This is an optimization exercise on Yosys and OpenROAD, whose aim is small area, a short achievable clock period and few clock cycles, not a production implementation.
RTL that was checked went through simulation tests only; none was proved equivalent to the original.
Only the layout flow was run in run 1; the RTL was not checked for function there.
Power and IR drop assume default switching activity.

**flow/design.v**
```verilog
`timescale 1ns / 1ps
package clc_pkg;
    localparam int SAMPLE_W   = 16;
    localparam int CUR_W      = 16;
    localparam int STATUS_W   = 3;
    localparam int CFG_IDX_W  = 2;
    localparam int TDATA_IN_W = 16;
    localparam int TDATA_OUT_W = 8;
    localparam int MAX_SAMPLES_DEF = 1024;
    localparam int TOP_COUNT_DEF   = 3;
    localparam int QUEUE_DEPTH     = 2;
    localparam logic [CUR_W-1:0] RATED_RESET = 16'd1000;
    localparam logic [CUR_W-1:0] MINW_RESET  = 16'd200;
    localparam int OFF_LIMIT_MA = 100;
    localparam int OVER_NUM     = 5;
    localparam int OVER_DEN     = 4;
    localparam logic MODE_PEAK = 1'b0;
    localparam logic MODE_MEAN = 1'b1;
    typedef enum logic [STATUS_W-1:0] {
        ST_NORMAL  = 3'd0,
        ST_OVER    = 3'd1,
        ST_UNDER   = 3'd2,
        ST_OFF     = 3'd3,
        ST_INVALID = 3'd4
    } status_t;
    typedef enum logic [CFG_IDX_W-1:0] {
        CFG_RATED = 2'd0,
        CFG_MINW  = 2'd1,
        CFG_MODE  = 2'd2
    } cfg_index_t;
    function automatic integer cnt_width(input integer max_samples);
        cnt_width = $clog2(max_samples + 1);
    endfunction
    function automatic integer sum_width(input integer max_samples);
        sum_width = cnt_width(max_samples) + SAMPLE_W - 1;
    endfunction
    function automatic integer entry_width(input integer max_samples, input integer top_count);
        entry_width = sum_width(max_samples) + cnt_width(max_samples) + top_count * SAMPLE_W;
    endfunction
    function automatic logic [SAMPLE_W-1:0] mag16(input logic [SAMPLE_W-1:0] v);
        mag16 = v[SAMPLE_W-1] ? (~v + 1'b1) : v;
    endfunction
endpackage
`timescale 1ns / 1ps
module current_level_classifier #(
    parameter int MAX_SAMPLES = clc_pkg::MAX_SAMPLES_DEF,
    parameter int TOP_COUNT   = clc_pkg::TOP_COUNT_DEF
) (
    input  logic                              aclk,
    input  logic                              aresetn,
    input  logic                              s_tvalid,
    output logic                              s_tready,
    input  logic [clc_pkg::TDATA_IN_W-1:0]    s_tdata,    
    input  logic                              s_tuser,    
    input  logic                              s_tlast,
    output logic                              m_tvalid,
    input  logic                              m_tready,
    output logic [clc_pkg::TDATA_OUT_W-1:0]   m_tdata,    
    input  logic                              cfg_valid,
    output logic                              cfg_ready,
    input  logic [clc_pkg::CFG_IDX_W-1:0]     cfg_index,
    input  logic [clc_pkg::CUR_W-1:0]         cfg_data
);
    logic [15:0] rated_n_reg, minw_n_reg;
    logic        mode_reg;
    wire  [15:0] rated_reg = ~rated_n_reg;
    wire  [15:0] minw_reg  = ~minw_n_reg;
    assign cfg_ready = 1'b1;
    always_ff @(posedge aclk) begin
        if (!aresetn) begin
            rated_n_reg <= ~16'd1000;
            minw_n_reg  <= ~16'd200;
            mode_reg    <= 1'b0;
        end else if (cfg_valid) begin
            if (cfg_index == 2'd0) rated_n_reg <= ~cfg_data;
            if (cfg_index == 2'd1) minw_n_reg  <= ~cfg_data;
            if (cfg_index == 2'd2) mode_reg    <= cfg_data[0];
        end
    end
    wire peak = !mode_reg;
    logic        pend_reg;       
    logic        bv_reg;         
    logic        out_v_reg;
    logic [2:0]  out_st_reg;
    logic [9:0]  lf_reg;         
    logic        full_reg;       
    logic [53:0] acc_reg;
    wire out_acc = !out_v_reg || m_tready;
    wire c_free  = peak ? (!bv_reg || !out_v_reg) : (!pend_reg || !out_v_reg);
    wire pend_go = pend_reg && c_free;
    logic        iv_reg, iu_reg, il_reg;
    logic [15:0] id_reg;             
    logic        pend_next, bv_next, out_v_next;
    assign s_tready = peak ? (!bv_next || !out_v_next) : (!pend_next || !out_v_next);
    always_ff @(posedge aclk) begin
        if (!aresetn) begin
            iv_reg <= 1'b0;
        end else begin
            iv_reg <= s_tvalid && s_tready;
        end
    end
    always_ff @(posedge aclk) begin
        id_reg <= {s_tdata[15], s_tdata[14:0] ^ {15{s_tdata[15]}}};
        iu_reg <= s_tuser;
        il_reg <= s_tlast;
    end
    wire        b_v = iv_reg;        
    wire [15:0] b_d = id_reg;
    wire        b_u = iu_reg;
    wire        b_l = il_reg;
    wire        add = b_v && b_u && !(full_reg && !pend_reg);
    wire        [14:0] vu = b_d[14:0];
    wire               vs = b_d[15];
    wire [15:0] v_sm = {vs, vu};
    wire [15:0] t0 = acc_reg[15:0];
    wire [15:0] t1 = acc_reg[31:16];
    wire [15:0] t2 = acc_reg[47:32];
    wire t0_ge, t1_ge, t2_ge;
    clc_smge u_ge0 (.a(t0), .b(v_sm), .ge(t0_ge));
    clc_smge u_ge1 (.a(t1), .b(v_sm), .ge(t1_ge));
    clc_smge u_ge2 (.a(t2), .b(v_sm), .ge(t2_ge));
    logic f1_reg, f2_reg, f3_reg;
    wire cb_ge1 = !pend_reg && f1_reg;
    wire cb_ge2 = !pend_reg && f2_reg;
    wire cb_ge3 = !pend_reg && f3_reg;
    wire ge0 = cb_ge1 && t0_ge;
    wire ge1 = cb_ge2 && t1_ge;
    wire ge2 = cb_ge3 && t2_ge;
    wire hold2 = ge2 || !cb_ge2;
    wire [15:0] t0_ins = ge0 ? t0 : v_sm;
    wire [15:0] t1_ins = ge1 ? t1 : (ge0 ? v_sm : t0);
    wire [15:0] t2_ins = hold2 ? t2 : (ge1 ? v_sm : t1);
    wire [26:0] dr = acc_reg[26:0];
    wire [26:0] dm = acc_reg[53:27];
    wire        first = !cb_ge1;
    localparam int CW = 3;                     
    localparam int NY = (27 + CW - 1) / CW - 1;
    logic [NY-1:0] cyr_reg, cym_reg;
    logic [26:0] dr_ins, dm_ins;
    logic [NY-1:0] cyr_ins, cym_ins;
    clc_csacc #(.CW(CW)) u_accr (.d(dr), .cy(cyr_reg), .first(first), .vu(vu), .vs(vs),
                      .cur(rated_reg), .d_new(dr_ins), .cy_new(cyr_ins));
    clc_csacc #(.CW(CW)) u_accm (.d(dm), .cy(cym_reg), .first(first), .vu(vu), .vs(vs),
                      .cur(minw_reg), .d_new(dm_ins), .cy_new(cym_ins));
    always_ff @(posedge aclk) begin
        if (add && !peak) begin
            cyr_reg <= cyr_ins;
            cym_reg <= cym_ins;
        end
    end
    wire dr_neg, dm_neg;
    clc_cssign #(.CW(CW)) u_sgnr (.d(dr), .cy(cyr_reg), .neg(dr_neg));
    clc_cssign #(.CW(CW)) u_sgnm (.d(dm), .cy(cym_reg), .neg(dm_neg));
    wire n_ge2 = f2_reg;
    wire n_ge3 = f3_reg;
    wire [1:0]  k_c = f3_reg ? 2'd3 : {f2_reg, f1_reg && !f2_reg};
    wire        s0 = t0[15];
    wire        s1 = t1[15] & n_ge2;
    wire        s2 = t2[15] & n_ge3;
    wire [17:0] x0 = {3'd0, t0[14:0]};
    wire [17:0] x1 = {3'd0, t1[14:0] & {15{n_ge2}}};
    wire [17:0] x2 = {3'd0, t2[14:0] & {15{n_ge3}}};
    wire [17:0] ts1 = x0 ^ x1 ^ x2;
    wire [17:0] tc1 = {(x0[16:0] & x1[16:0]) | (x0[16:0] & x2[16:0]) | (x1[16:0] & x2[16:0]), s0};
    wire [17:0] ts2 = ts1 ^ tc1 ^ {17'd0, s1};
    wire [17:0] tc2 = {(ts1[16:0] & tc1[16:0]) | (ts1[16:0] & {16'd0, s1}) | (tc1[16:0] & {16'd0, s1}), s2};
    wire [17:0] tsum = ts2 + tc2;
    wire sel_mn = !peak && add;
    wire sel_pk = peak && add;
    wire sel_t  = peak && pend_go;
    logic [53:0] acc_next;
    always_comb begin
        acc_next = acc_reg;
        if (sel_mn) begin
            acc_next[26:0]  = dr_ins;
            acc_next[53:27] = dm_ins;
        end
        if (sel_pk) begin
            acc_next[15:0]  = t0_ins;
            acc_next[31:16] = t1_ins;
            acc_next[47:32] = t2_ins;
        end
        if (sel_t) begin
            acc_next[49:32] = tsum;
            acc_next[51:50] = k_c;
        end
    end
    always_ff @(posedge aclk) begin
        acc_reg <= acc_next;
    end
    localparam logic [9:0] LF_SEED = 10'd1;
    wire [9:0] lf_step = {lf_reg[8:0], lf_reg[9] ^ lf_reg[6]};
    always_ff @(posedge aclk) begin
        if (add) begin
            lf_reg <= cb_ge1 ? lf_step : LF_SEED;
        end
    end
    always_ff @(posedge aclk) begin
        if (!aresetn) begin
            full_reg <= 1'b0;
            f1_reg   <= 1'b0;
            f2_reg   <= 1'b0;
            f3_reg   <= 1'b0;
        end else if (!pend_reg || pend_go) begin
            full_reg <= add ? (cb_ge1 && lf_step == LF_SEED) : (!pend_reg && full_reg);
            f1_reg   <= cb_ge1 || add;
            f2_reg   <= cb_ge2 || (cb_ge1 && add);
            f3_reg   <= cb_ge3 || (cb_ge2 && add);
        end
    end
    assign pend_next = (!pend_reg || pend_go) ? (b_v && b_l) : pend_reg;
    always_ff @(posedge aclk) begin
        if (!aresetn) begin
            pend_reg <= 1'b0;
        end else begin
            pend_reg <= pend_next;
        end
    end
    logic [2:0] st_mean;
    always_comb begin
        if (!f1_reg)            st_mean = 3'd4;
        else if (!dr_neg)       st_mean = 3'd1;
        else if (!dm_neg)       st_mean = 3'd0;
        else                    st_mean = 3'd2;
    end
    wire [17:0] tb_t = acc_reg[49:32];
    wire [1:0]  tb_k = acc_reg[51:50];
    logic [21:0] xa, xb, xc, xd, xs1, xc1, xs2, xc2;
    logic [19:0] ya, yb, yc, ys1, yc1;
    logic        kx, ky, x_neg, y_neg;
    always_comb begin
        xa  = {2'd0, tb_t, 2'b00};
        xb  = {4'd0, tb_t};
        xc  = ~(tb_k[0] ? {4'd0, rated_reg, 2'b00} : 22'd0);
        xd  = ~(tb_k[1] ? {3'd0, rated_reg, 3'b000} : 22'd0);
        xs1 = xa ^ xb ^ xc;
        xc1 = {(xa[20:0] & xb[20:0]) | (xa[20:0] & xc[20:0]) | (xb[20:0] & xc[20:0]), 1'b1};
        xs2 = xs1 ^ xc1 ^ xd;
        xc2 = {(xs1[20:0] & xc1[20:0]) | (xs1[20:0] & xd[20:0]) | (xc1[20:0] & xd[20:0]), 1'b0};
        kx  = 1'b1;
        for (int i = 0; i < 21; i++) kx = (xs2[i] & xc2[i]) | (kx & (xs2[i] | xc2[i]));
        x_neg = xs2[21] ^ xc2[21] ^ kx;
        ya  = {2'd0, tb_t};
        yb  = ~(tb_k[0] ? {4'd0, minw_reg} : 20'd0);
        yc  = ~(tb_k[1] ? {3'd0, minw_reg, 1'b0} : 20'd0);
        ys1 = ya ^ yb ^ yc;
        yc1 = {(ya[18:0] & yb[18:0]) | (ya[18:0] & yc[18:0]) | (yb[18:0] & yc[18:0]), 1'b1};
        ky  = 1'b1;
        for (int i = 0; i < 19; i++) ky = (ys1[i] & yc1[i]) | (ky & (ys1[i] | yc1[i]));
        y_neg = ys1[19] ^ yc1[19] ^ ky;
    end
    wire        is_off  = (tb_k == 2'd1) ? (tb_t <= 18'd100) :
                          (tb_k == 2'd2) ? (tb_t <= 18'd200) : (tb_t <= 18'd300);
    logic [2:0] st_peak;
    always_comb begin
        if (rated_reg == 16'd0 || tb_k == 2'd0)        st_peak = 3'd4;
        else if (!x_neg)                          st_peak = 3'd1;
        else if (is_off)                               st_peak = 3'd3;
        else if (y_neg)                          st_peak = 3'd2;
        else                                           st_peak = 3'd0;
    end
    assign bv_next    = (peak && pend_go) ? 1'b1 : (out_acc ? 1'b0 : bv_reg);
    assign out_v_next = out_acc ? (peak ? bv_reg : pend_go) : out_v_reg;
    always_ff @(posedge aclk) begin
        if (!aresetn) begin
            bv_reg    <= 1'b0;
            out_v_reg <= 1'b0;
        end else begin
            bv_reg    <= bv_next;
            out_v_reg <= out_v_next;
        end
    end
    always_ff @(posedge aclk) begin
        if (out_acc) begin
            out_st_reg <= peak ? st_peak : st_mean;
        end
    end
    assign m_tvalid = out_v_reg;
    assign m_tdata  = {5'd0, out_st_reg};
endmodule
module clc_csacc #(
    parameter int CW = 3,
    parameter int NY = (27 + CW - 1) / CW - 1     
) (
    input  logic [26:0]   d,
    input  logic [NY-1:0] cy,
    input  logic          first,
    input  logic [14:0]   vu,        
    input  logic          vs,
    input  logic [15:0]   cur,
    output logic [26:0]   d_new,
    output logic [NY-1:0] cy_new
);
    logic [26:0] a, b, s;
    logic [27:0] c;
    logic        k;
    always_comb begin
        a = first ? 27'd0 : d;
        b = {11'h7ff, ~cur};
        c[0] = vs;
        for (int i = 0; i < 27; i++) begin
            logic x;
            x = (i < 15) ? vu[i] : 1'b0;
            s[i]   = a[i] ^ b[i] ^ x;
            c[i+1] = (a[i] & b[i]) | (a[i] & x) | (b[i] & x);
        end
        k = 1'b1;
        for (int i = 0; i < 27; i++) begin
            if (i > 0 && i % CW == 0) begin
                cy_new[i/CW - 1] = k;
                k = first ? 1'b0 : cy[i/CW - 1];
            end
            d_new[i] = s[i] ^ c[i] ^ k;
            k = (s[i] & c[i]) | (s[i] & k) | (c[i] & k);
        end
    end
endmodule
module clc_cssign #(
    parameter int CW = 3,
    parameter int NY = (27 + CW - 1) / CW - 1,
    parameter int TW = 27 - CW * NY               
) (
    input  logic [26:0]   d,
    input  logic [NY-1:0] cy,
    output logic          neg
);
    logic          r;
    logic [CW-1:0] x;
    logic [TW:0]   top;
    always_comb begin
        r = 1'b0;
        for (int j = 1; j < NY; j++) begin
            x = d[CW*j +: CW];
            r = ((&x) & (cy[j-1] | r))
              | ((x == {{(CW-1){1'b1}}, 1'b0}) & cy[j-1] & r);
        end
        top = {1'b0, d[26 -: TW]} + {{TW{1'b0}}, cy[NY-1]} + {{TW{1'b0}}, r};
        neg = top[TW-1];
    end
endmodule
module clc_smge (
    input  logic [15:0] a,
    input  logic [15:0] b,
    output logic        ge
);
    logic [15:0] g0, e0;
    logic [7:0]  g1, e1;
    logic [3:0]  g2, e2;
    logic [1:0]  g3, e3;
    logic        gt, eq;
    always_comb begin
        g0 = {1'b0, a[14:0] & ~b[14:0]};
        e0 = {1'b1, ~(a[14:0] ^ b[14:0])};
        for (int i = 0; i < 8; i++) begin
            g1[i] = g0[2*i+1] | (e0[2*i+1] & g0[2*i]);
            e1[i] = e0[2*i+1] & e0[2*i];
        end
        for (int i = 0; i < 4; i++) begin
            g2[i] = g1[2*i+1] | (e1[2*i+1] & g1[2*i]);
            e2[i] = e1[2*i+1] & e1[2*i];
        end
        for (int i = 0; i < 2; i++) begin
            g3[i] = g2[2*i+1] | (e2[2*i+1] & g2[2*i]);
            e3[i] = e2[2*i+1] & e2[2*i];
        end
        gt = g3[1] | (e3[1] & g3[0]);
        eq = e3[1] & e3[0];
        if (a[15] != b[15]) ge = !a[15];
        else if (a[15])     ge = !gt;
        else                ge = gt | eq;
    end
endmodule
```
**flow/flow/run.sh**
```bash
#!/bin/bash
set -o pipefail
export BUFFER_PORTS_ARGS="-buffer_cell sky130_fd_sc_hd__buf_1"
bash standard.sh > standard.log 2>&1
```
**flow/standard.sh**
```bash
#!/bin/bash
# synth_recipe.tcl (not shown) runs the flow's synth.tcl, then flattens the netlist and writes it again
# the make line also repeats each setting of config.mk as NAME=value (left out here)
make -C /OpenROAD-flow-scripts/flow DESIGN_CONFIG=/design/flow/config.mk WORK_HOME=/design/flow/orfs CLKGATE_MAP_FILE= SYNTH_SCRIPT=/design/flow/synth_recipe.tcl "${@:-finish}"
```
**flow/config.mk**
```make
export PLATFORM = sky130hd
export DESIGN_NAME = current_level_classifier
export DESIGN_NICKNAME = current_level_classifier
export VERILOG_FILES = /design/flow/design.v
export SDC_FILE = /design/flow/constraint.sdc
export NUM_CORES = 4
export LEC_CHECK = 0
export CAP_MARGIN = 20
export CORE_MARGIN = 2
export CORE_UTILIZATION = 40
export CTS_BUF_LIST = sky130_fd_sc_hd__clkbuf_8
export SETUP_SLACK_MARGIN = 2.4
export SLEW_MARGIN = 20
```
**flow/constraint.sdc**
```tcl
create_clock -name core_clock -period 6.5 [get_ports {aclk}]
set_input_delay 1.3000 -clock core_clock [delete_from_list [all_inputs] [get_ports {aclk}]]
set_output_delay 1.3000 -clock core_clock [all_outputs]
set_load 0.01 [all_outputs]
```
==> flow_metrics.tcl, run 1 <==
set metrics [dict create \
    status "complete, no violations" \
    vias 10100 \
    yosysTopAreaCellShare 0.223 \
    overflow 0 \
    setup_viol 0 \
    die_area_mm2 0.0338 \
    worstPathRequired_ns 6.75 \
    cts.sinks 142 \
    clock_latency_ns 0.49 \
    antenna_found_initial 0 \
    grt_usage 0.245 \
    p_sw_w 0.000918 \
    path_buf_inv 4 \
    synth_top_flop_cell "edfxtp_1" \
    r2r-end "acc_reg[48]$_DFFE_PP_" \
    leakagePower_nw 5.94 \
    p_sw_frac 0.360 \
    ir_drop_uv 121 \
    nFillCells 3030 \
    fin_setup_tns_ns 0 \
    rrSetupSlack_ns 2.54 \
    wl_um 40000 \
    synth_area_mm2 0.0129 \
    syn_avg_cell_area_um2 9.95 \
    grt_max_degree 90 \
    dpl_cell_area_mm2 0.0135 \
    start_kind "flop" \
    relSlewSlack 0.282 \
    cap_viol_max_count 0 \
    clock_path_buffers 2 \
    num_rows 65 \
    final_core_util 0.446 \
    drive_above_1_share 0.0809 \
    via_per_inst 5.74 \
    io_buffer_count 45 \
    synthArstFlopShare 0 \
    period_needed_ns 3.96 \
    crit_fanout 2 \
    postRouteAntennaNets 0 \
    largest_register_ffs 54 \
    endpoint "acc_reg[48]$_DFFE_PP_" \
    hold_path_class "flop to flop" \
    cts_root_buf "clkbuf_8" \
    nets 1618 \
    ys_ff_latch 142 \
    hold_viol_final 0 \
    yosysSeqAreaShare 0.284 \
    cp_slowest_cell "fa_2" \
    synth_cells 1300 \
    grt_pass1_wl_um 61100 \
    combPwrFrac 0.276 \
    rsz0062_at_grt "no" \
    p_int_w 0.00163 \
    clkPwrFrac 0.285 \
    wl_per_cell_um 22.7 \
    coreArea_mm2 0.0317 \
    gp_congestion 0.918 \
    areaGrowthSynthToFinish_pct 9.49 \
    ys_top_cells_by_count "fa_1, nand2_1, inv_1" \
    worst_pin_slew_ns 1.08 \
    seq_power_share 0.439 \
    dp_cells 1706 \
    cp-startpoint "acc_reg[16]$_DFFE_PP_" \
    grt_pass1_vias 9951 \
    reg2reg_from "acc_reg[16]$_DFFE_PP_" \
    cpPeakStageDelay_ns 0.51 \
    finalCritPeriodShare 0.609 \
    yosysTopAreaCell "fa_1" \
    hpwl_um 29600 \
    crit_type "flop to flop" \
    io_pins 52 \
    fin_skew_ns 0.0204 \
    end_kind "flop" \
    powerDensity_mw_per_mm2 180 \
    final_cells 1761 \
    cp_top_family "adder cells" \
    ff2ff_path_depth 18 \
    drt_iter0_drc 1009 \
    drc 0 \
    cts.clk_slew.worst_paths_ns 0.10 \
    arrival_ns 4.20 \
    die_w_um 184 \
    synth_edf_count 83 \
    fin_area_mm2 0.0142 \
    synthTopCellsByArea "fa_1, edfxtp_1, dfxtp_1, ha_1, and2_1" \
    crit_cells 18 \
    htree_levels 4 \
    fmax_mhz 253 \
    initial_utilization 0.408 \
    yosysMostFrequentCell "fa_1" \
    firstDrtPassIters 6 \
    drv_slew 0 \
    crit_chain "and2_4, fa_1, inv_1, fa_2, inv_1, ha_2, inv_2, fa_2, nor2b_2, o21a_1, o21ai_2, a21oi_2, o2111ai_2, and3_4, o311ai_4, buf_4, a2111oi_4, nor3_1" \
    cts_made_buffers 17 \
    die_height_um 184 \
    synth_cell_types 76 \
    ys.warnings.count 4 \
    hold_slack_ns 0.479 \
    antennaDiodeCount 0 \
    cts_tree "done" \
]
[timing repair]
action,in CTS,in global routing
pin swaps,6,12
resized for setup,5,20
setup buffers,5,15
hold buffers,0,0
endpoints found under the setup margin,8,23
cloned,1,0
[power by group through the flow]
stage	combinational [W]	sequential, W	clock (W)
finish	0.000705	0.00112	0.000728
floorplan	0.000503	0.00109	0
global placement	0.000667	0.00114	0
global route	0.000803	0.00112	0.000767
detailed placement	0.000680	0.00114	0
CTS	0.000689	0.00112	0.000735
[area by class of cell]
type                    instances  area (um^2)  share of cell area
clock buffers                  17          234              0.0165
inverters                     104          390              0.0276
multi-input cells             999         8740               0.617
well taps                     402          503              0.0355
flip-flops and latches        142         3680               0.260
clock inverters                15          136             0.00963
repair buffers                 82          477              0.0337
[cells by family (layout without fill, tap and decap cells)]
group,count (synthesis),in the layout,share of synthesized area
other,2,6,0.000581
buffers and inverters,164,218,0.0506
XOR/XNOR,34,34,0.0230
multiplexers,21,21,0.0163
AND/OR/NAND/NOR,435,436,0.171
adder cells (fa/ha/maj),242,242,0.316
flip-flops,142,142,0.284
AO/OA/AOI/OAI,260,260,0.139
[worst min path at each step]
| stage | endpoint | depth (start not counted) | start |
|---|---|---|---|
| 6_report | pend_reg$_SDFF_PN0_ | 2 | il_reg$_DFF_P_ |
| 4_1_cts | pend_reg$_SDFF_PN0_ | 2 | il_reg$_DFF_P_ |
| 5_1_grt | bv_reg$_SDFF_PN0_ | 2 | bv_reg$_SDFF_PN0_ |
| 3_5_place_dp | pend_reg$_SDFF_PN0_ | 2 | il_reg$_DFF_P_ |
| 3_3_place_gp | bv_reg$_SDFF_PN0_ | 2 | bv_reg$_SDFF_PN0_ |
| 2_1_floorplan | pend_reg$_SDFF_PN0_ | 2 | il_reg$_DFF_P_ |
[placed cells by master, fill, tap and decap left out, types with 6 or more instances in the layout]
master	count
mux2i_1	21
ha_1	86
nand2_1	136
edfxtp_1	83
nor2_1	66
a221oi_1	7
clkbuf_8	17
conb_1	6
nor3_1	21
inv_6	6
a21o_1	20
and2_1	86
nand3_1	12
and3_1	9
inv_1	105
o211ai_1	34
maj3_1	7
buf_1	45
a211oi_1	11
nand4_1	12
xnor2_1	7
xor2_1	26
o21ai_0	56
dfxtp_1	57
a21oi_1	51
fa_1	142
a31oi_1	15
nor2b_1	18
nand2b_1	40
buf_4	32
[metrics by stage]
stage               total power (W)  setup WS, ns
floorplan                   0.00159          2.44
global placement            0.00181          1.98
detailed placement          0.00182          1.97
CTS                         0.00255          2.38
global route                0.00270          2.41
finish                      0.00255          2.54
[worst min-delay path, cell delays in order, from the launching register on]
cell     delay [ns]
dfxtp_1        0.32
nand2_1        0.06
a21oi_1        0.05
[layer usage]
layer	wire (um)	track usage
met5	0	0
met4	1110	0.0816
met3	2890	0.0388
met2	18300	0.388
met1	17700	0.344
==> run 2, diff against run 1 <==
--- a/flow/design.v
+++ b/flow/design.v
@@ -134,5 +134,5 @@
     wire [26:0] dm = acc_reg[53:27];
     wire        first = !cb_ge1;
-    localparam int CW = 3;                     
+    localparam int CW = 4;                     
     localparam int NY = (27 + CW - 1) / CW - 1;
     logic [NY-1:0] cyr_reg, cym_reg;
--- a/flow/config.mk
+++ b/flow/config.mk
@@ -10,4 +10,4 @@
 export CORE_UTILIZATION = 40
 export CTS_BUF_LIST = sky130_fd_sc_hd__clkbuf_8
-export SETUP_SLACK_MARGIN = 2.4
+export SETUP_SLACK_MARGIN = 2.1
 export SLEW_MARGIN = 20
==> run 2 against run 1 <==
Still clean on timing, DRC and antenna. First-iteration DRC count is 15% lower. Critical path depth is 2 lower. Clock-buffer cell count stayed put. Final area is 4.1% lower. Clock power is 0.7% higher. Register-to-register slack worse by 0.21 ns. Worst hold slack worse by 0.0096 ns. Utilization is 1.3 points lower. Via count is 4.1% lower. Synthesized cell count is 2.1% lower. Routed wire length is 6.3% lower. Sequential share of layout area is 0.18 points higher. Critical endpoint is now acc_reg[46]$_DFFE_PP_.
==> flow_metrics.tcl, run 2 <==
set metrics [dict create \
    status "complete, no violations" \
    yosysMostFrequentCell "fa_1" \
    cpPeakStageDelay_ns 0.52 \
    powerDensity_mw_per_mm2 185 \
    ys_ff_latch 138 \
    io_buffer_count 45 \
    ir_drop_uv 128 \
    initial_utilization 0.404 \
    grt_pass1_vias 9568 \
    via_per_inst 5.65 \
    gp_congestion 0.890 \
    synth_area_mm2 0.0126 \
    die_height_um 182 \
    antennaDiodeCount 0 \
    yosysSeqAreaShare 0.281 \
    clock_path_buffers 2 \
    fin_skew_ns 0.0247 \
    leakagePower_nw 5.67 \
    use_met3 0.0379 \
    crit_type "flop to flop" \
    hpwl_um 29100 \
    synth_top_family_by_area "adder cells" \
    largest_register_ffs 54 \
    num_rows 65 \
    nets 1570 \
    worst_slack_ns 2.34 \
    cap_viol_max_count 0 \
    die_area_mm2 0.0330 \
    firstDrtPassIters 5 \
    io_pins 52 \
    synthTopCellsByArea "fa_1, edfxtp_1, dfxtp_1, ha_1, nand2_1" \
    cp_slowest_cell "edfxtp_1" \
    htree_levels 4 \
    fmax_mhz 240 \
    cts_tree "done" \
    relSlewSlack 0.256 \
    syn_avg_cell_area_um2 9.93 \
    setup_viol 0 \
    cts.sinks 138 \
    synth_compound_area_frac 0.137 \
    areaGrowthSynthToFinish_pct 7.48 \
    drive_above_1_share 0.0518 \
    nFillCells 2990 \
    coreArea_mm2 0.0313 \
    hold_path_class "flop to flop" \
    period_needed_ns 4.16 \
    yosysTopAreaCellShare 0.228 \
    wl_um 37400 \
    yosysTopAreaCell "fa_1" \
    drv_slew 0 \
    top_usage_layer "met2" \
    use_met1 0.313 \
    synth_cells 1273 \
    end_kind "flop" \
    vias 9690 \
    worst_pin_slew_ns 1.12 \
    synth_xor_area_frac 0.0236 \
    postRouteAntennaNets 0 \
    grt_max_degree 56 \
    antenna_found_initial 0 \
    hold_viol_final 0 \
    pre_cts_ws_ns 2.14 \
    synth_top_flop_cell "edfxtp_1" \
    yosys.area_share.adder 0.319 \
    synthArstFlopShare 0 \
    drt_iter0_drc 856 \
    drc 0 \
    start_kind "flop" \
    fin_setup_tns_ns 0 \
    muxShareOfSynthArea 0.0132 \
    multi_input_area_mm2 0.00853 \
    die_w_um 182 \
    grt_usage 0.235 \
    rsz0062_at_grt "no" \
    overflow 0 \
    synth_edf_count 79 \
    regArea_mm2 0.00355 \
    wl_per_cell_um 21.8 \
    crit_chain "and2_1, fa_1, inv_1, fa_1, inv_1, ha_1, inv_1, fa_1, nor2b_1, o21ai_0, a21boi_1, o2111ai_1, a31oi_1, a31oi_1, xnor2_1, o22ai_1" \
    arrival_ns 4.38 \
    mostFrequentLayoutCell "fa_1" \
    finalCritPeriodShare 0.640 \
    clock_latency_ns 0.49 \
    yosys.area_share.simple 0.179 \
    grt_pass1_wl_um 57800 \
    crit_fanout 7 \
    cts_made_buffers 17 \
    worstPathRequired_ns 6.72 \
    final_cell_mix "fa_1, nand2_1, inv_1" \
    use_met2 0.379 \
    cts.clk_slew.worst_paths_ns 0.10 \
    ys.warnings.count 4 \
    cts_root_buf "clkbuf_8" \
    synth_cell_types 73 \
    ys_top_cells_by_count "fa_1, nand2_1, inv_1" \
]
[run 2: cell count changes after synthesis, moves of 6 or more]
cell,before,now
mux2i_1,21,11
nand2b_1,40,48
nand2_1,137,131
o21ai_1,0,10
nor4_1,5,17
nor3_1,21,12
nor2_1,66,74
and2_1,88,76
inv_1,104,87
[run 2: cell families (layout without fill, tap and decap cells)]
| group | after synthesis | count (layout) |
|---|---|---|
| adder cells (fa/ha/maj) | 237 | 237 |
| buffers and inverters | 146 | 180 |
| AND/OR/NAND/NOR | 441 | 442 |
| XOR/XNOR | 34 | 34 |
| multiplexers | 16 | 16 |
| other | 2 | 6 |
| flip-flops | 138 | 138 |
| AO/OA/AOI/OAI | 259 | 259 |
[run 2: report_power, final]
| group | total [W] | switching [W] | leakage, nW | internal, W |
|---|---|---|---|---|
| Clock | 0.000733 | 0.000393 | 0.195 | 0.000340 |
| Combinational | 0.000677 | 0.000384 | 4.26 | 0.000293 |
| Sequential | 0.00110 | 0.000102 | 1.21 | 0.000995 |
[run 2: layout make-up]
class	count	share of cell area
Clock buffer	17	0.0172
Clock inverter	15	0.0108
Inverter	88	0.0243
Multi-Input combinational cell	994	0.628
Sequential cell	138	0.262
Tap cell	402	0.0370
Timing Repair Buffer	60	0.0210
[run 2: repair_timing]
| item | 4_1_cts | 5_1_grt |
|---|---|---|
| setup endpoints to repair | 0 | 8 |
| hold buffers | 0 | 0 |
| gates resized for setup | 0 | 2 |
| setup buffers | 0 | 1 |
[run 2: final timing paths]
path | startpoint | endpoint | slack [ns] | depth (start not counted)
setup / recovery | acc_reg[32]$_DFFE_PP_ | acc_reg[46]$_DFFE_PP_ | 2.34 | 16
hold / removal | il_reg$_DFF_P_ | pend_reg$_SDFF_PN0_ | 0.47 | 2
setup reg to reg | acc_reg[32]$_DFFE_PP_ | acc_reg[46]$_DFFE_PP_ | 2.34 | 16
hold reg to reg | il_reg$_DFF_P_ | pend_reg$_SDFF_PN0_ | 0.47 | 2
[run 2: metrics by stage]
step                      power [W]  hold WS [ns]  utilization  cell area [um^2]  instances
final                       0.00251         0.469        0.434             13600       1714
after floorplan             0.00156         0.439            -             12700       1277
after global routing        0.00265         0.497        0.434             13600       1714
after global placement      0.00177         0.456        0.421             13200       1679
after detailed placement    0.00179         0.459        0.421             13200       1679
after CTS                   0.00251         0.472        0.433             13600       1711
[run 2: critical path: cells and delay by family, from the launching register on]
| family | cells | cell delay [ns] |
|---|---|---|
| adder cells (fa/ha/maj) | 4 | 1.51 |
| AO/OA/AOI/OAI | 6 | 1.14 |
| flip-flops | 1 | 0.52 |
| AND/OR/NAND/NOR | 2 | 0.39 |
| buffers and inverters | 3 | 0.18 |
| XOR/XNOR | 1 | 0.15 |
[run 2: per-layer routing]
| metal | wire (um) | part of all wire | up-vias |
|---|---|---|---|
| met1 | 16200 | 0.43 | 4800 |
| met4 | 1450 | 0.039 | 0 |
| met5 | 0 | 0 | - |
| met2 | 17700 | 0.47 | 322 |
| met3 | 2070 | 0.055 | 66 |
| li1 | - | - | 4502 |
Testbench counts of run 2, summed over its fixed seeds: cycles 36,491.
==> run 3, diff against run 2 <==
--- a/flow/config.mk
+++ b/flow/config.mk
@@ -10,4 +10,4 @@
 export CORE_UTILIZATION = 40
 export CTS_BUF_LIST = sky130_fd_sc_hd__clkbuf_8
-export SETUP_SLACK_MARGIN = 2.1
+export SETUP_SLACK_MARGIN = 2.7
 export SLEW_MARGIN = 20
==> run 3 against run 2 <==
Area after synthesis unchanged. Largest cell class unchanged. Largest power group unchanged. Via count is 5.4% higher. Clock skew fell by 0.0058 ns. Critical path depth increased by 6. Final cell count up 3.6%. Fmax is 8.3% higher. Total power up 1.5%. Flip-flop and latch count unchanged. Sequential power barely moved. Global-route usage grew 0.51 points. Still clean on timing, DRC and antenna. Synthesized cell count unchanged.
==> flow_metrics.tcl, run 3 <==
set metrics [dict create \
    status "complete, no violations" \
    synth_top_flop_cell "edfxtp_1" \
    wl_um 39200 \
    crit_chain "and2_4, fa_1, inv_1, fa_1, inv_2, ha_4, inv_2, fa_2, nor2b_4, buf_4, buf_4, buf_4, buf_4, buf_4, buf_4, buf_4, buf_4, buf_4, buf_4, nor3_2, a31oi_1, o21ai_1" \
    grt_max_degree 57 \
    overflow 0 \
    die_height_um 182 \
    io_pins 52 \
    drive_above_1_share 0.117 \
    cts.sinks 138 \
    synthTopCellsByArea "fa_1, edfxtp_1, dfxtp_1, ha_1, nand2_1" \
    top_usage_layer "met2" \
    antenna_found_initial 0 \
    pre_cts_ws_ns 2.14 \
    arrival_ns 4.05 \
    clock_path_buffers 2 \
    vias 10200 \
    drt_iter0_drc 1096 \
    synth_cells 1273 \
    yosysTopAreaCellShare 0.228 \
    largest_register_ffs 54 \
    ir_drop_uv 101 \
    final_core_util 0.456 \
    die_w_um 182 \
    period_needed_ns 3.84 \
    fin_skew_ns 0.0189 \
    worstPathRequired_ns 6.71 \
    cts_tree "done" \
    use_met2 0.373 \
    hold_path_class "flop to flop" \
    finalCritPeriodShare 0.591 \
    initial_utilization 0.404 \
    syn_avg_cell_area_um2 9.93 \
    firstDrtPassIters 6 \
    cp_slowest_cell "fa_1" \
    yosysTopAreaCell "fa_1" \
    gp_congestion 0.900 \
    final_cells 1775 \
    mostFrequentLayoutCell "fa_1" \
    synth_area_mm2 0.0126 \
    drc 0 \
    coreArea_mm2 0.0313 \
    synthArstFlopShare 0 \
    end_kind "flop" \
    wl_per_cell_um 22.1 \
    powerDensity_mw_per_mm2 179 \
    ys.warnings.count 4 \
    cp_top_family "adder cells" \
    io_buffer_count 45 \
    die_area_mm2 0.0330 \
    clock_latency_ns 0.48 \
    setup_viol 0 \
    start_kind "flop" \
    ys_top_cells_by_count "fa_1, nand2_1, inv_1" \
    crit_fanout 2 \
    leakagePower_nw 6.01 \
    rsz0062_at_grt "yes" \
    grt_pass1_wl_um 59400 \
    cpPeakStageDelay_ns 0.47 \
    postRouteAntennaNets 0 \
    worst_path_most_repeated_cell "buf_4" \
    via_per_inst 5.76 \
    cts.clk_slew.worst_paths_ns 0.09 \
    cap_viol_max_count 0 \
    relSlewSlack 0.505 \
    hold_viol_final 0 \
    crit_type "flop to flop" \
    yosysMostFrequentCell "fa_1" \
    use_met3 0.0323 \
    grt_pass1_vias 9702 \
    num_rows 65 \
    ys_ff_latch 138 \
    cts_root_buf "clkbuf_8" \
    nets 1631 \
    path_buf_inv 13 \
    drv_slew 0 \
    synth_edf_count 79 \
    grt_usage 0.240 \
    use_met1 0.343 \
    htree_levels 4 \
    fmax_mhz 260 \
    cts_made_buffers 17 \
    hpwl_um 29000 \
    yosysSeqAreaShare 0.281 \
    fin_setup_tns_ns 0 \
    worst_slack_ns 2.66 \
    synth_cell_types 73 \
    worst_pin_slew_ns 0.739 \
    power_w 0.00255 \
    dp_cells 1679 \
    antennaDiodeCount 0 \
    final_cell_mix "fa_1, nand2_1, inv_1, ha_1, edfxtp_1" \
    areaGrowthSynthToFinish_pct 12.9 \
]
run 3: cell types whose count changed in the layout (fill, tap and decap cells not counted), sizes merged:
cell,change
clkinvlp,-2
inv,+4
bufinv,-1
clkbuf,+3
buf,+59
clkinv,-2
run 3: path summary, 6_finish.rpt:
check / to / cells after the start / slack, ns / startpoint
min reg2reg: pend_reg$_SDFF_PN0_ / 2 / 0.45 / il_reg$_DFF_P_
min: pend_reg$_SDFF_PN0_ / 2 / 0.45 / il_reg$_DFF_P_
max: acc_reg[34]$_DFFE_PP_ / 22 / 2.66 / acc_reg[16]$_DFFE_PP_
max reg2reg: acc_reg[34]$_DFFE_PP_ / 22 / 2.66 / acc_reg[16]$_DFFE_PP_
run 3: where the power goes:
part | internal (W) | switching (W) | total [W]
combinational | 0.000320 | 0.000406 | 0.000726
sequential | 0.000995 | 0.0000940 | 0.00109
clock | 0.000322 | 0.000410 | 0.000732
total | 0.00164 | 0.000910 | 0.00255
run 3: through the flow:
stage                     instance area [um^2]  hold slack, ns
after global placement                   13200           0.460
after floorplan                          12700           0.439
final                                    14300           0.452
after CTS                                13800           0.455
after detailed placement                 13200           0.458
after global routing                     14300           0.494
run 3: cell type report:
type,count,area (um^2)
Timing Repair Buffer,121,836
Tap cell,402,503
Fill cell,2940,17000
Clock inverter,14,131
Sequential cell,138,3570
Multi-Input combinational cell,994,8650
Clock buffer,18,248
Inverter,88,330
run 3: logic make-up after synthesis:
| logic type | after synthesis | synth area share |
|---|---|---|
| simple gates | 441 | 0.179 |
| compound gates | 259 | 0.137 |
| fa+ha+maj | 237 | 0.319 |
| buf+inv | 146 | 0.0471 |
| flops | 138 | 0.281 |
| xor+xnor | 34 | 0.0236 |
| mux | 16 | 0.0132 |
| other cells | 2 | 0.000594 |
run 3: repair_timing:
item | in CTS | in global routing
setup endpoints to repair | 26 | 74
gates resized for setup | 20 | 26
buffers inserted | 24 | 37
hold buffers | 0 | 0
cloned | 1 | 2
pin swaps | 7 | 7
endpoints found under the hold margin | 0 | 0
run 3: metal layers:
metal	part of all wire	vias to the layer above	routed length [um]
met2	0.45	435	17800
met4	0.036	0	1400
met3	0.077	58	3000
li1	-	4622	-
met1	0.43	5102	17000
met5	0	-	0
run 3: tightest hold or removal path, delay by kind of cell, from the launching register on:
kind	cells	cell delay (ns)
AND/OR/NAND/NOR	1	0.06
AO/OA/AOI/OAI	1	0.05
flip-flops	1	0.31
==> run 4, diff against run 3 <==
--- a/flow/config.mk
+++ b/flow/config.mk
@@ -10,4 +10,5 @@
 export CORE_UTILIZATION = 40
 export CTS_BUF_LIST = sky130_fd_sc_hd__clkbuf_8
-export SETUP_SLACK_MARGIN = 2.7
+export SETUP_SLACK_MARGIN = 2.4
 export SLEW_MARGIN = 20
+export TNS_END_PERCENT = 5
==> run 4 against run 3 <==
Final cell count is 3.2% lower. Worst hold slack improved by 0.017 ns. Non-clock buffer count fell by 57. Clock-buffer cell count shrank 1. Die area unchanged. Sequential power is essentially flat. Routed wire length decreased by 3.8%. Flip-flop and latch count stayed put.
==> flow_metrics.tcl, run 4 <==
set metrics [dict create \
    status "complete, no violations" \
    antenna_found_initial 0 \
    hold_viol_final 0 \
    coreArea_mm2 0.0313 \
    synth_cell_types 73 \
    powerDensity_mw_per_mm2 184 \
    crit_chain "inv_1, ha_1, and4_1, a2111oi_0, o21ai_1, a31oi_1, a21boi_1, or4_1, a21oi_1, nor2_1, buf_4" \
    finalCritPeriodShare 0.614 \
    top_usage_layer "met2" \
    use_met2 0.382 \
    pre_cts_ws_ns 2.14 \
    leakagePower_nw 5.69 \
    drc 0 \
    grt_max_degree 56 \
    fin_skew_ns 0.0266 \
    io_buffer_count 45 \
    nets 1575 \
    cap_viol_max_count 0 \
    die_area_mm2 0.0330 \
    gp_congestion 0.890 \
    die_w_um 182 \
    hold_path_class "flop to flop" \
    worstPathRequired_ns 6.67 \
    wl_um 37700 \
    clock_latency_ns 0.49 \
    crit_fanout 12 \
    io_pins 52 \
    cts.clk_slew.worst_paths_ns 0.09 \
    arrival_ns 4.16 \
    synth_top_flop_cell "edfxtp_1" \
    worst_pin_slew_ns 1.08 \
    drt_iter0_drc 863 \
    yosysSeqAreaShare 0.281 \
    grt_pass1_vias 9593 \
    synthArstFlopShare 0 \
    cts_root_buf "clkbuf_8" \
    ys_top_cells_by_count "fa_1, nand2_1, inv_1" \
    grt_pass1_wl_um 57900 \
    ys.warnings.count 4 \
    cts_made_buffers 17 \
    areaGrowthSynthToFinish_pct 8.16 \
    reg2reg_from "id_reg[4]$_DFF_P_" \
    cp-startpoint "id_reg[4]$_DFF_P_" \
    fin_setup_tns_ns 0 \
    cp_slowest_cell "dfxtp_1" \
    synth_edf_count 79 \
    htree_levels 4 \
    synth_top_family_by_area "adder cells" \
    hpwl_um 29100 \
    ff2ff_path_depth 11 \
    dpl_cell_area_mm2 0.0132 \
    yosysTopAreaCell "fa_1" \
    mostFrequentLayoutCell "fa_1" \
    die_height_um 182 \
    period_needed_ns 3.99 \
    crit_type "flop to flop" \
    fin_area_mm2 0.0137 \
    endpoint "acc_reg[8]$_DFFE_PP_" \
    yosys.area_share.adder 0.319 \
    ir_drop_uv 128 \
    yosys.area_share.simple 0.179 \
    end_kind "flop" \
    antennaDiodeCount 0 \
    muxShareOfSynthArea 0.0132 \
    hold_slack_ns 0.469 \
    synth_area_mm2 0.0126 \
    use_met3 0.0379 \
    overflow 0 \
    fmax_mhz 251 \
    clock_path_buffers 2 \
    nFillCells 2981 \
    cts.sinks 138 \
    grt_usage 0.235 \
    vias 9783 \
    yosysTopAreaCellShare 0.228 \
    synthTopCellsByArea "fa_1, edfxtp_1, dfxtp_1, ha_1, nand2_1" \
    synth_xor_area_frac 0.0236 \
    relSlewSlack 0.282 \
    wl_per_cell_um 21.9 \
    setup_viol 0 \
    postRouteAntennaNets 0 \
    firstDrtPassIters 6 \
    rrSetupSlack_ns 2.51 \
    synth_compound_area_frac 0.137 \
    yosysMostFrequentCell "fa_1" \
    worst_slack_ns 2.51 \
    cpPeakStageDelay_ns 0.57 \
    via_per_inst 5.69 \
    syn_avg_cell_area_um2 9.93 \
    final_cell_mix "fa_1, nand2_1, inv_1" \
    initial_utilization 0.404 \
    rsz0062_at_grt "yes" \
    ctsHoldBuffers 0 \
    drv_slew 0 \
    ys_ff_latch 138 \
    num_rows 65 \
    r2r-end "acc_reg[8]$_DFFE_PP_" \
    drive_above_1_share 0.0600 \
    cts_tree "done" \
    power_w 0.00251 \
    start_kind "flop" \
    synth_cells 1273 \
    largest_register_ffs 54 \
    use_met1 0.313 \
]
-- run 4: cell counts after synthesis --
Identical to the previous run, type by type.
-- run 4: power by group --
group	total, W	internal, W	switching [W]
registers	0.00110	0.000995	0.000103
clock network	0.000733	0.000340	0.000392
logic	0.000681	0.000295	0.000386
total	0.00251	0.00163	0.000881
-- run 4: area by class of cell --
| type | count | area, um^2 | area share |
|---|---|---|---|
| Clock buffer | 17 | 234 | 0.0171 |
| Multi-Input combinational cell | 995 | 8570 | 0.627 |
| Tap cell | 402 | 503 | 0.0368 |
| Inverter | 88 | 330 | 0.0242 |
| Sequential cell | 138 | 3560 | 0.260 |
| Timing Repair Buffer | 64 | 323 | 0.0236 |
| Clock inverter | 15 | 146 | 0.0107 |
-- run 4: worst max-delay path, delay by kind of cell (launching register included) --
kind | cells | cell delay (ns)
compound gates | 5 | 1.36
fa+ha+maj | 1 | 0.33
buf+inv | 2 | 0.53
flops | 1 | 0.57
simple gates | 3 | 0.90
-- run 4: cells by family (layout without fill, tap and decap cells) --
group	Yosys count	in the layout
simple gates	441	443
compound gates	259	259
fa+ha+maj	237	237
buf+inv	146	184
flops	138	138
xor+xnor	34	34
mux	16	16
other cells	2	6
-- run 4: stage by stage --
stage / std cells / util
finish: 1719 / 0.437
detailed placement: 1679 / 0.421
global route: 1719 / 0.437
CTS: 1713 / 0.433
floorplan: 1277 / -
global placement: 1679 / 0.421
-- run 4: worst min-delay path by stage --
stage,from,to,slack [ns],cells past startpoint
finish,il_reg$_DFF_P_,pend_reg$_SDFF_PN0_,0.47,2
global route,il_reg$_DFF_P_,pend_reg$_SDFF_PN0_,0.50,2
CTS,il_reg$_DFF_P_,pend_reg$_SDFF_PN0_,0.47,2
detailed placement,il_reg$_DFF_P_,pend_reg$_SDFF_PN0_,0.46,2
global placement,il_reg$_DFF_P_,pend_reg$_SDFF_PN0_,0.46,2
floorplan,il_reg$_DFF_P_,pend_reg$_SDFF_PN0_,0.44,2
-- run 4: timing repair --
action,CTS,global route
setup endpoints to repair,7,12
cloned,1,1
buffers inserted,1,4
gates resized for setup,2,10
pin swaps,0,2
-- run 4: metal layers --
layer / share of wire / vias to the layer above
li1: - / 4505
met1: 0.43 / 4868
met2: 0.47 / 342
met3: 0.061 / 68
met4: 0.040 / 0
met5: 0 / -
==> run 5, diff against run 4 <==
--- a/flow/config.mk
+++ b/flow/config.mk
@@ -12,3 +12,2 @@
 export SETUP_SLACK_MARGIN = 2.4
 export SLEW_MARGIN = 20
-export TNS_END_PERCENT = 5
==> run 5 against run 4 <==
Clock-buffer cell count is the same. Sequential power is essentially flat. Area after synthesis is the same. Combinational power is essentially flat. Clock skew shrank 0.0034 ns. Register-to-register slack gained 0.03 ns. Fmax grew 0.67%. Flip-flop and latch count is the same. Highest routed layer unchanged.
==> flow_metrics.tcl, run 5 <==
set metrics [dict create \
    io_buffer_count 45 \
    worst_pin_slew_ns 1.09 \
    cts_tree "done" \
    leakagePower_nw 5.70 \
    worst_slack_ns 2.54 \
    start_kind "flop" \
    yosysTopAreaCellShare 0.228 \
    drc 0 \
    synth_cells 1273 \
    wl_um 37600 \
    arrival_ns 4.18 \
    worstPathRequired_ns 6.72 \
    dp_cells 1679 \
    drv_slew 0 \
    grt_usage 0.235 \
    hold_viol_final 0 \
    die_height_um 182 \
    dpl_cell_area_mm2 0.0132 \
    period_needed_ns 3.96 \
    synthArstFlopShare 0 \
    fin_area_mm2 0.0137 \
    die_area_mm2 0.0330 \
    die_w_um 182 \
    synth_cell_types 73 \
    fin_setup_tns_ns 0 \
    gp_congestion 0.890 \
    fin_skew_ns 0.0232 \
    final_cell_mix "fa_1, nand2_1, inv_1" \
    drt_iter0_drc 800 \
    synth_area_mm2 0.0126 \
    drive_above_1_share 0.0623 \
    htree_levels 4 \
    num_rows 65 \
    cap_viol_max_count 0 \
    hold_slack_ns 0.461 \
    clock_latency_ns 0.49 \
    final_cells 1719 \
    grt_max_degree 56 \
    wl_per_cell_um 21.9 \
    largest_register_ffs 54 \
    io_pins 52 \
    regArea_mm2 0.00356 \
    cts.sinks 138 \
    initial_utilization 0.404 \
    antenna_found_initial 0 \
    via_per_inst 5.66 \
    synthTopCellsByArea "fa_1, edfxtp_1, dfxtp_1, ha_1, nand2_1" \
    finalCritPeriodShare 0.610 \
    coreArea_mm2 0.0313 \
    status "complete, no violations" \
    crit_type "flop to flop" \
    fmax_mhz 252 \
    cts_root_buf "clkbuf_8" \
    yosysMostFrequentCell "fa_1" \
    mostFrequentLayoutCell "fa_1" \
    firstDrtPassIters 8 \
    synth_edf_count 79 \
    synth_top_flop_cell "edfxtp_1" \
    end_kind "flop" \
    postRouteAntennaNets 0 \
    ys_ff_latch 138 \
    syn_avg_cell_area_um2 9.93 \
    setup_viol 0 \
    cts_made_buffers 17 \
    hpwl_um 29100 \
    yosysSeqAreaShare 0.281 \
    yosysTopAreaCell "fa_1" \
    powerDensity_mw_per_mm2 183 \
    ys.warnings.count 4 \
    grt_pass1_vias 9593 \
    ir_drop_uv 128 \
    vias 9728 \
    nFillCells 2978 \
    overflow 0 \
    relSlewSlack 0.273 \
    nets 1575 \
    grt_pass1_wl_um 57900 \
    ys_top_cells_by_count "fa_1, nand2_1, inv_1" \
    cts.clk_slew.worst_paths_ns 0.09 \
    crit_fanout 5 \
    pre_cts_ws_ns 2.14 \
    antennaDiodeCount 0 \
    areaGrowthSynthToFinish_pct 8.26 \
    clock_path_buffers 2 \
    rsz0062_at_grt "no" \
    multi_input_area_mm2 0.00858 \
    hold_path_class "flop to flop" \
]
-- run 5: changes by cell type in the layout (fill, tap and decap cells not counted) --
cell | before | now
and2_1 | 76 | 75
and2_4 | 0 | 1
buf_6 | 3 | 2
buf_8 | 0 | 1
dfxtp_1 | 57 | 56
dfxtp_4 | 1 | 2
nor2_1 | 74 | 73
nor2_2 | 0 | 1
o21ai_0 | 52 | 51
o21ai_1 | 10 | 11
-- run 5: final cells by class --
| class | count | share of cell area |
|---|---|---|
| clock buffers | 17 | 0.0171 |
| repair buffers | 64 | 0.0239 |
| well taps | 402 | 0.0368 |
| flip-flops and latches | 138 | 0.260 |
| multi-input cells | 995 | 0.627 |
| inverters | 88 | 0.0241 |
| clock inverters | 15 | 0.0107 |
-- run 5: logic make-up (layout without fill, tap and decap cells) --
| family | count (synthesis) | count (layout) | synth area share |
|---|---|---|---|
| AO/OA/AOI/OAI | 259 | 259 | 0.137 |
| XOR/XNOR | 34 | 34 | 0.0236 |
| adder cells (fa/ha/maj) | 237 | 237 | 0.319 |
| buffers and inverters | 146 | 184 | 0.0471 |
| flip-flops | 138 | 138 | 0.281 |
| multiplexers | 16 | 16 | 0.0132 |
| other | 2 | 6 | 0.000594 |
| AND/OR/NAND/NOR | 441 | 443 | 0.179 |
-- run 5: worst max-delay path, stage by stage, from the launching register on --
cell       delay, ns
edfxtp_1        0.47
and2_1          0.21
fa_1            0.50
inv_1           0.05
fa_1            0.42
inv_1           0.07
ha_1            0.16
inv_1           0.06
fa_1            0.43
nor2b_1         0.16
o21ai_1         0.11
a21boi_2        0.21
o2111ai_2       0.21
a31oi_4         0.25
a31oi_2         0.14
xnor2_1         0.15
o22ai_1         0.09
-- run 5: worst paths after layout --
check	end	slack (ns)	startpoint	depth (start not counted)
worst max-delay path	acc_reg[46]$_DFFE_PP_	2.54	acc_reg[32]$_DFFE_PP_	16
worst min-delay path	pend_reg$_SDFF_PN0_	0.46	il_reg$_DFF_P_	2
worst max register to register	acc_reg[46]$_DFFE_PP_	2.54	acc_reg[32]$_DFFE_PP_	16
worst min register to register	pend_reg$_SDFF_PN0_	0.46	il_reg$_DFF_P_	2
-- run 5: repair_timing --
action,CTS,global route
gates resized for setup,2,16
pin swaps,0,3
buffers inserted,1,4
setup endpoints to repair,7,12
hold buffers,0,0
cloned,1,1
-- run 5: report_power, final --
group | switching, W | internal [W]
Clock | 0.000391 | 0.000340
Sequential | 0.000103 | 0.000995
Combinational | 0.000386 | 0.000295
-- run 5: metrics by stage --
stage / power (W) / util
final: 0.00251 / 0.437
after global routing: 0.00265 / 0.437
after CTS: 0.00251 / 0.433
after detailed placement: 0.00179 / 0.421
after global placement: 0.00177 / 0.421
after floorplan: 0.00156 / -
-- run 5: routing by layer --
| metal | up-vias | track usage | part of all wire |
|---|---|---|---|
| met5 | - | 0 | 0 |
| met4 | 0 | 0.102 | 0.041 |
| met3 | 71 | 0.0379 | 0.058 |
| met2 | 326 | 0.382 | 0.47 |
| met1 | 4817 | 0.313 | 0.43 |
| li1 | 4514 | - | - |
==> run 6, diff against run 5 <==
--- a/flow/design.v
+++ b/flow/design.v
@@ -90,5 +90,5 @@
     wire pend_go = pend_reg && c_free;
     logic        iv_reg, iu_reg, il_reg;
-    logic [15:0] id_reg;             
+    logic [16:0] id_reg;             
     logic        pend_next, bv_next, out_v_next;
     assign s_tready = peak ? (!bv_next || !out_v_next) : (!pend_next || !out_v_next);
@@ -101,19 +101,19 @@
     end
     always_ff @(posedge aclk) begin
-        id_reg <= {s_tdata[15], s_tdata[14:0] ^ {15{s_tdata[15]}}};
+        id_reg <= {s_tdata[15], s_tdata[15] ? 16'd0 - s_tdata : s_tdata};
         iu_reg <= s_tuser;
         il_reg <= s_tlast;
     end
     wire        b_v = iv_reg;        
-    wire [15:0] b_d = id_reg;
+    wire [16:0] b_d = id_reg;
     wire        b_u = iu_reg;
     wire        b_l = il_reg;
     wire        add = b_v && b_u && !(full_reg && !pend_reg);
-    wire        [14:0] vu = b_d[14:0];
-    wire               vs = b_d[15];
-    wire [15:0] v_sm = {vs, vu};
-    wire [15:0] t0 = acc_reg[15:0];
-    wire [15:0] t1 = acc_reg[31:16];
-    wire [15:0] t2 = acc_reg[47:32];
+    wire        [15:0] vm = b_d[15:0];
+    wire               vs = b_d[16];
+    wire [16:0] v_sm = b_d;
+    wire [16:0] t0 = acc_reg[16:0];
+    wire [16:0] t1 = acc_reg[33:17];
+    wire [16:0] t2 = acc_reg[50:34];
     wire t0_ge, t1_ge, t2_ge;
     clc_smge u_ge0 (.a(t0), .b(v_sm), .ge(t0_ge));
@@ -128,7 +128,7 @@
     wire ge2 = cb_ge3 && t2_ge;
     wire hold2 = ge2 || !cb_ge2;
-    wire [15:0] t0_ins = ge0 ? t0 : v_sm;
-    wire [15:0] t1_ins = ge1 ? t1 : (ge0 ? v_sm : t0);
-    wire [15:0] t2_ins = hold2 ? t2 : (ge1 ? v_sm : t1);
+    wire [16:0] t0_ins = ge0 ? t0 : v_sm;
+    wire [16:0] t1_ins = ge1 ? t1 : (ge0 ? v_sm : t0);
+    wire [16:0] t2_ins = hold2 ? t2 : (ge1 ? v_sm : t1);
     wire [26:0] dr = acc_reg[26:0];
     wire [26:0] dm = acc_reg[53:27];
@@ -139,7 +139,7 @@
     logic [26:0] dr_ins, dm_ins;
     logic [NY-1:0] cyr_ins, cym_ins;
-    clc_csacc #(.CW(CW)) u_accr (.d(dr), .cy(cyr_reg), .first(first), .vu(vu), .vs(vs),
+    clc_csacc #(.CW(CW)) u_accr (.d(dr), .cy(cyr_reg), .first(first), .vm(vm),
                       .cur(rated_reg), .d_new(dr_ins), .cy_new(cyr_ins));
-    clc_csacc #(.CW(CW)) u_accm (.d(dm), .cy(cym_reg), .first(first), .vu(vu), .vs(vs),
+    clc_csacc #(.CW(CW)) u_accm (.d(dm), .cy(cym_reg), .first(first), .vm(vm),
                       .cur(minw_reg), .d_new(dm_ins), .cy_new(cym_ins));
     always_ff @(posedge aclk) begin
@@ -155,15 +155,10 @@
     wire n_ge3 = f3_reg;
     wire [1:0]  k_c = f3_reg ? 2'd3 : {f2_reg, f1_reg && !f2_reg};
-    wire        s0 = t0[15];
-    wire        s1 = t1[15] & n_ge2;
-    wire        s2 = t2[15] & n_ge3;
-    wire [17:0] x0 = {3'd0, t0[14:0]};
-    wire [17:0] x1 = {3'd0, t1[14:0] & {15{n_ge2}}};
-    wire [17:0] x2 = {3'd0, t2[14:0] & {15{n_ge3}}};
+    wire [17:0] x0 = {2'd0, t0[15:0]};
+    wire [17:0] x1 = {2'd0, t1[15:0] & {16{n_ge2}}};
+    wire [17:0] x2 = {2'd0, t2[15:0] & {16{n_ge3}}};
     wire [17:0] ts1 = x0 ^ x1 ^ x2;
-    wire [17:0] tc1 = {(x0[16:0] & x1[16:0]) | (x0[16:0] & x2[16:0]) | (x1[16:0] & x2[16:0]), s0};
-    wire [17:0] ts2 = ts1 ^ tc1 ^ {17'd0, s1};
-    wire [17:0] tc2 = {(ts1[16:0] & tc1[16:0]) | (ts1[16:0] & {16'd0, s1}) | (tc1[16:0] & {16'd0, s1}), s2};
-    wire [17:0] tsum = ts2 + tc2;
+    wire [17:0] tc1 = {(x0[16:0] & x1[16:0]) | (x0[16:0] & x2[16:0]) | (x1[16:0] & x2[16:0]), 1'b0};
+    wire [17:0] tsum = ts1 + tc1;
     wire sel_mn = !peak && add;
     wire sel_pk = peak && add;
@@ -177,11 +172,11 @@
         end
         if (sel_pk) begin
-            acc_next[15:0]  = t0_ins;
-            acc_next[31:16] = t1_ins;
-            acc_next[47:32] = t2_ins;
+            acc_next[16:0]  = t0_ins;
+            acc_next[33:17] = t1_ins;
+            acc_next[50:34] = t2_ins;
         end
         if (sel_t) begin
-            acc_next[49:32] = tsum;
-            acc_next[51:50] = k_c;
+            acc_next[51:34] = tsum;
+            acc_next[53:52] = k_c;
         end
     end
@@ -224,6 +219,6 @@
         else                    st_mean = 3'd2;
     end
-    wire [17:0] tb_t = acc_reg[49:32];
-    wire [1:0]  tb_k = acc_reg[51:50];
+    wire [17:0] tb_t = acc_reg[51:34];
+    wire [1:0]  tb_k = acc_reg[53:52];
     logic [21:0] xa, xb, xc, xd, xs1, xc1, xs2, xc2;
     logic [19:0] ya, yb, yc, ys1, yc1;
@@ -286,6 +281,5 @@
     input  logic [NY-1:0] cy,
     input  logic          first,
-    input  logic [14:0]   vu,        
-    input  logic          vs,
+    input  logic [15:0]   vm,        
     input  logic [15:0]   cur,
     output logic [26:0]   d_new,
@@ -298,8 +292,8 @@
         a = first ? 27'd0 : d;
         b = {11'h7ff, ~cur};
-        c[0] = vs;
+        c[0] = 1'b0;
         for (int i = 0; i < 27; i++) begin
             logic x;
-            x = (i < 15) ? vu[i] : 1'b0;
+            x = (i < 16) ? vm[i] : 1'b0;
             s[i]   = a[i] ^ b[i] ^ x;
             c[i+1] = (a[i] & b[i]) | (a[i] & x) | (b[i] & x);
@@ -340,6 +334,6 @@
 endmodule
 module clc_smge (
-    input  logic [15:0] a,
-    input  logic [15:0] b,
+    input  logic [16:0] a,
+    input  logic [16:0] b,
     output logic        ge
 );
@@ -350,6 +344,6 @@
     logic        gt, eq;
     always_comb begin
-        g0 = {1'b0, a[14:0] & ~b[14:0]};
-        e0 = {1'b1, ~(a[14:0] ^ b[14:0])};
+        g0 = a[15:0] & ~b[15:0];
+        e0 = ~(a[15:0] ^ b[15:0]);
         for (int i = 0; i < 8; i++) begin
             g1[i] = g0[2*i+1] | (e0[2*i+1] & g0[2*i]);
@@ -366,6 +360,6 @@
         gt = g3[1] | (e3[1] & g3[0]);
         eq = e3[1] & e3[0];
-        if (a[15] != b[15]) ge = !a[15];
-        else if (a[15])     ge = !gt;
+        if (a[16] != b[16]) ge = !a[16];
+        else if (a[16])     ge = !gt;
         else                ge = gt | eq;
     end
==> run 6 against run 5 <==
Clock-buffer cell count is the same. Clock skew up 0.0047 ns. Fmax increased by 0.15%. Still clean. Critical endpoint is now acc_reg[34]$_DFFE_PP_. Register-to-register slack about the same. Total power is 1.7% higher. Global-route usage up 1.0 points. Flip-flop and latch count increased by 1. Sequential power about the same. Via count grew 2.2%. Utilization is 0.26 points lower. Final cell count shrank 0.23%. Worst setup slack improved by 0.0059 ns.
==> flow_metrics.tcl, run 6 <==
set metrics [dict create \
    drive_above_1_share 0.0579 \
    synth_cells 1274 \
    period_needed_ns 3.96 \
    worstPathRequired_ns 6.74 \
    die_height_um 182 \
    hold_slack_ns 0.478 \
    crit_fanout 40 \
    clock_path_buffers 2 \
    num_rows 65 \
    yosysTopAreaCellShare 0.231 \
    start_kind "flop" \
    rrSetupSlack_ns 2.54 \
    holdPathStages 2 \
    postCtsSetupBuffers 0 \
    grt_pass1_wl_um 60500 \
    powerDensity_mw_per_mm2 188 \
    grt_pass1_vias 10100 \
    hold_path_class "flop to flop" \
    fin_area_mm2 0.0136 \
    synth_edf_count 79 \
    drv_slew 0 \
    cts_root_buf "clkbuf_8" \
    wl_um 39300 \
    crit_type "flop to flop" \
    syn_avg_cell_area_um2 9.92 \
    synth_cell_types 73 \
    hold_viol_final 0 \
    areaGrowthSynthToFinish_pct 7.61 \
    arrival_ns 4.20 \
    yosysSeqAreaShare 0.283 \
    io_buffer_count 45 \
    largest_register_ffs 54 \
    cap_viol_max_count 0 \
    worst_pin_slew_ns 0.947 \
    final_cell_mix "fa_1, nand2_1, inv_1" \
    htree_levels 4 \
    yosysTopAreaCell "fa_1" \
    drt_iter0_drc 895 \
    mostFrequentLayoutCell "fa_1" \
    holdCritStartpoint "bv_reg$_SDFF_PN0_" \
    r2r-end "acc_reg[34]$_DFFE_PP_" \
    clock_latency_ns 0.50 \
    yosysMostFrequentCell "fa_1" \
    antennaDiodeCount 0 \
    p_sw_w 0.000930 \
    gp_congestion 0.917 \
    ys_top_cells_by_count "fa_1, nand2_1, inv_1" \
    synthTopCellsByArea "fa_1, edfxtp_1, dfxtp_1, ha_1, nand2_1" \
    end_kind "flop" \
    postRouteAntennaNets 0 \
    relSlewSlack 0.368 \
    cts_tree "done" \
    fin_setup_tns_ns 0 \
    combPwrFrac 0.272 \
    antenna_found_initial 1 \
    fmax_mhz 253 \
    synth_area_mm2 0.0126 \
    vias 9940 \
    fin_skew_ns 0.0279 \
    setup_viol 0 \
    rsz0062_at_grt "no" \
    grt_max_degree 55 \
    ff2ff_path_depth 11 \
    io_pins 52 \
    initial_utilization 0.404 \
    seq_power_share 0.435 \
    cts.clk_slew.worst_paths_ns 0.10 \
    p_sw_frac 0.364 \
    finalCritPeriodShare 0.609 \
    via_per_inst 5.80 \
    cts.sinks 139 \
    cts_made_buffers 17 \
    status "complete, no violations" \
    synthArstFlopShare 0 \
    die_area_mm2 0.0330 \
    grt_usage 0.246 \
    ys.warnings.count 4 \
    overflow 0 \
    hpwl_um 30300 \
    nets 1558 \
    drc 0 \
    min_to "bv_reg$_SDFF_PN0_" \
    coreArea_mm2 0.0313 \
    leakagePower_nw 5.47 \
    firstDrtPassIters 5 \
    reg2reg_from "f1_reg$_SDFFE_PN0N_" \
    wl_per_cell_um 22.9 \
    ys_ff_latch 139 \
    synth_top_flop_cell "edfxtp_1" \
    ir_drop_uv 145 \
    clkPwrFrac 0.293 \
    dpl_cell_area_mm2 0.0132 \
    die_w_um 182 \
    p_int_w 0.00162 \
]
## run 6: through the flow
step / total power [W] / setup slack (ns) / instances / util
2_1_floorplan: 0.00157 / 2.61 / 1278 / -
3_3_place_gp: 0.00179 / 2.54 / 1682 / 0.421
3_5_place_dp: 0.00181 / 2.52 / 1682 / 0.421
4_1_cts: 0.00255 / 2.47 / 1714 / 0.434
5_1_grt: 0.00269 / 2.40 / 1715 / 0.434
6_report: 0.00255 / 2.54 / 1715 / 0.434
## run 6: worst max-delay path by stage
stage	from	endpoint	slack [ns]	cells past startpoint
6_report	f1_reg$_SDFFE_PN0N_	acc_reg[34]$_DFFE_PP_	2.54	11
5_1_grt	f1_reg$_SDFFE_PN0N_	acc_reg[34]$_DFFE_PP_	2.40	11
4_1_cts	f1_reg$_SDFFE_PN0N_	acc_reg[34]$_DFFE_PP_	2.47	11
3_5_place_dp	f1_reg$_SDFFE_PN0N_	acc_reg[34]$_DFFE_PP_	2.52	11
3_3_place_gp	f1_reg$_SDFFE_PN0N_	acc_reg[34]$_DFFE_PP_	2.54	11
2_1_floorplan	f1_reg$_SDFFE_PN0N_	acc_reg[7]$_DFFE_PP_	2.61	11
## run 6: cells by family after synthesis
family          synth area share
simple gates               0.177
compound gates             0.151
fa+ha+maj                  0.306
buf+inv                   0.0469
flops                      0.283
xor+xnor                  0.0187
mux                       0.0175
other cells             0.000594
## run 6: cell type report
class | count | area, um^2
Fill cell | 3024 | 17700
Multi-Input combinational cell | 995 | 8510
Sequential cell | 139 | 3570
Tap cell | 402 | 503
Inverter | 88 | 330
Timing Repair Buffer | 59 | 285
Clock buffer | 17 | 234
Clock inverter | 15 | 160
## run 6: routing by layer
layer	wire length, um	up-vias	global-route usage
met2	17600	421	0.383
met1	17300	4907	0.336
met3	2870	78	0.0469
met5	18	-	0
li1	-	4532	-
met4	1490	2	0.103
## run 6: repair_timing
action / 4_1_cts / 5_1_grt
resized for setup: 0 / 3
hold buffers: 0 / 0
endpoints found under the hold margin: 0 / 0
setup endpoints to repair: 0 / 3
## run 6: worst max-delay path, cell delays in order (launching register included)
cell	delay, ns
dfxtp_1	0.46
nor2b_4	0.22
buf_6	0.27
and2_1	0.20
fa_1	0.44
fa_1	0.41
fa_1	0.45
fa_1	0.41
fa_1	0.48
and3_1	0.16
a21oi_1	0.10
o21ai_0	0.08
## run 6: power by group through the flow
stage                     Combinational (W)  Clock, W  Sequential (W)
final                              0.000695  0.000748         0.00111
after global routing               0.000792  0.000786         0.00111
after CTS                          0.000691  0.000753         0.00111
after detailed placement           0.000682         0         0.00113
after global placement             0.000666         0         0.00113
after floorplan                    0.000505         0         0.00107
Testbench counts of run 6, summed over its fixed seeds: cycles 36,491.

## separate check: timing with driven ports
The results above use ideal ports. As a check the final layouts listed here were re-extracted and re-timed, cells and wires unchanged.
Step 1, drivers: a clkbuf_16 drives aclk and a buf_2 each remaining input, both assumed.
Step 2, shift: input delay + t, output delay - t, t = (earliest + latest rising clock arrival at the registers) / 2. This alone moves slack from input paths to output paths.
Slacks: no drivers / after step 1 / after step 2; pairs: no drivers / after step 1.
| run | t (ns) | slack for setup (ns) | worst setup path at the end | cell pins on the clock port's net |
|---|---|---|---|---|
| run 1 | 0.532 | 2.544 / 2.544 / 2.544 | register to register | 1 |
| run 2 | 0.519 | 2.339 / 2.339 / 2.339 | register to register | 1 |
| run 3 | 0.514 | 2.658 / 2.658 / 2.658 | register to register | 1 |
| run 4 | 0.519 | 2.511 / 2.511 / 2.511 | register to register | 1 |
| run 5 | 0.520 | 2.537 / 2.537 / 2.537 | register to register | 1 |
| run 6 | 0.536 | 2.543 / 2.543 / 2.543 | register to register | 1 |
After both steps setup and hold are still met in every run listed.
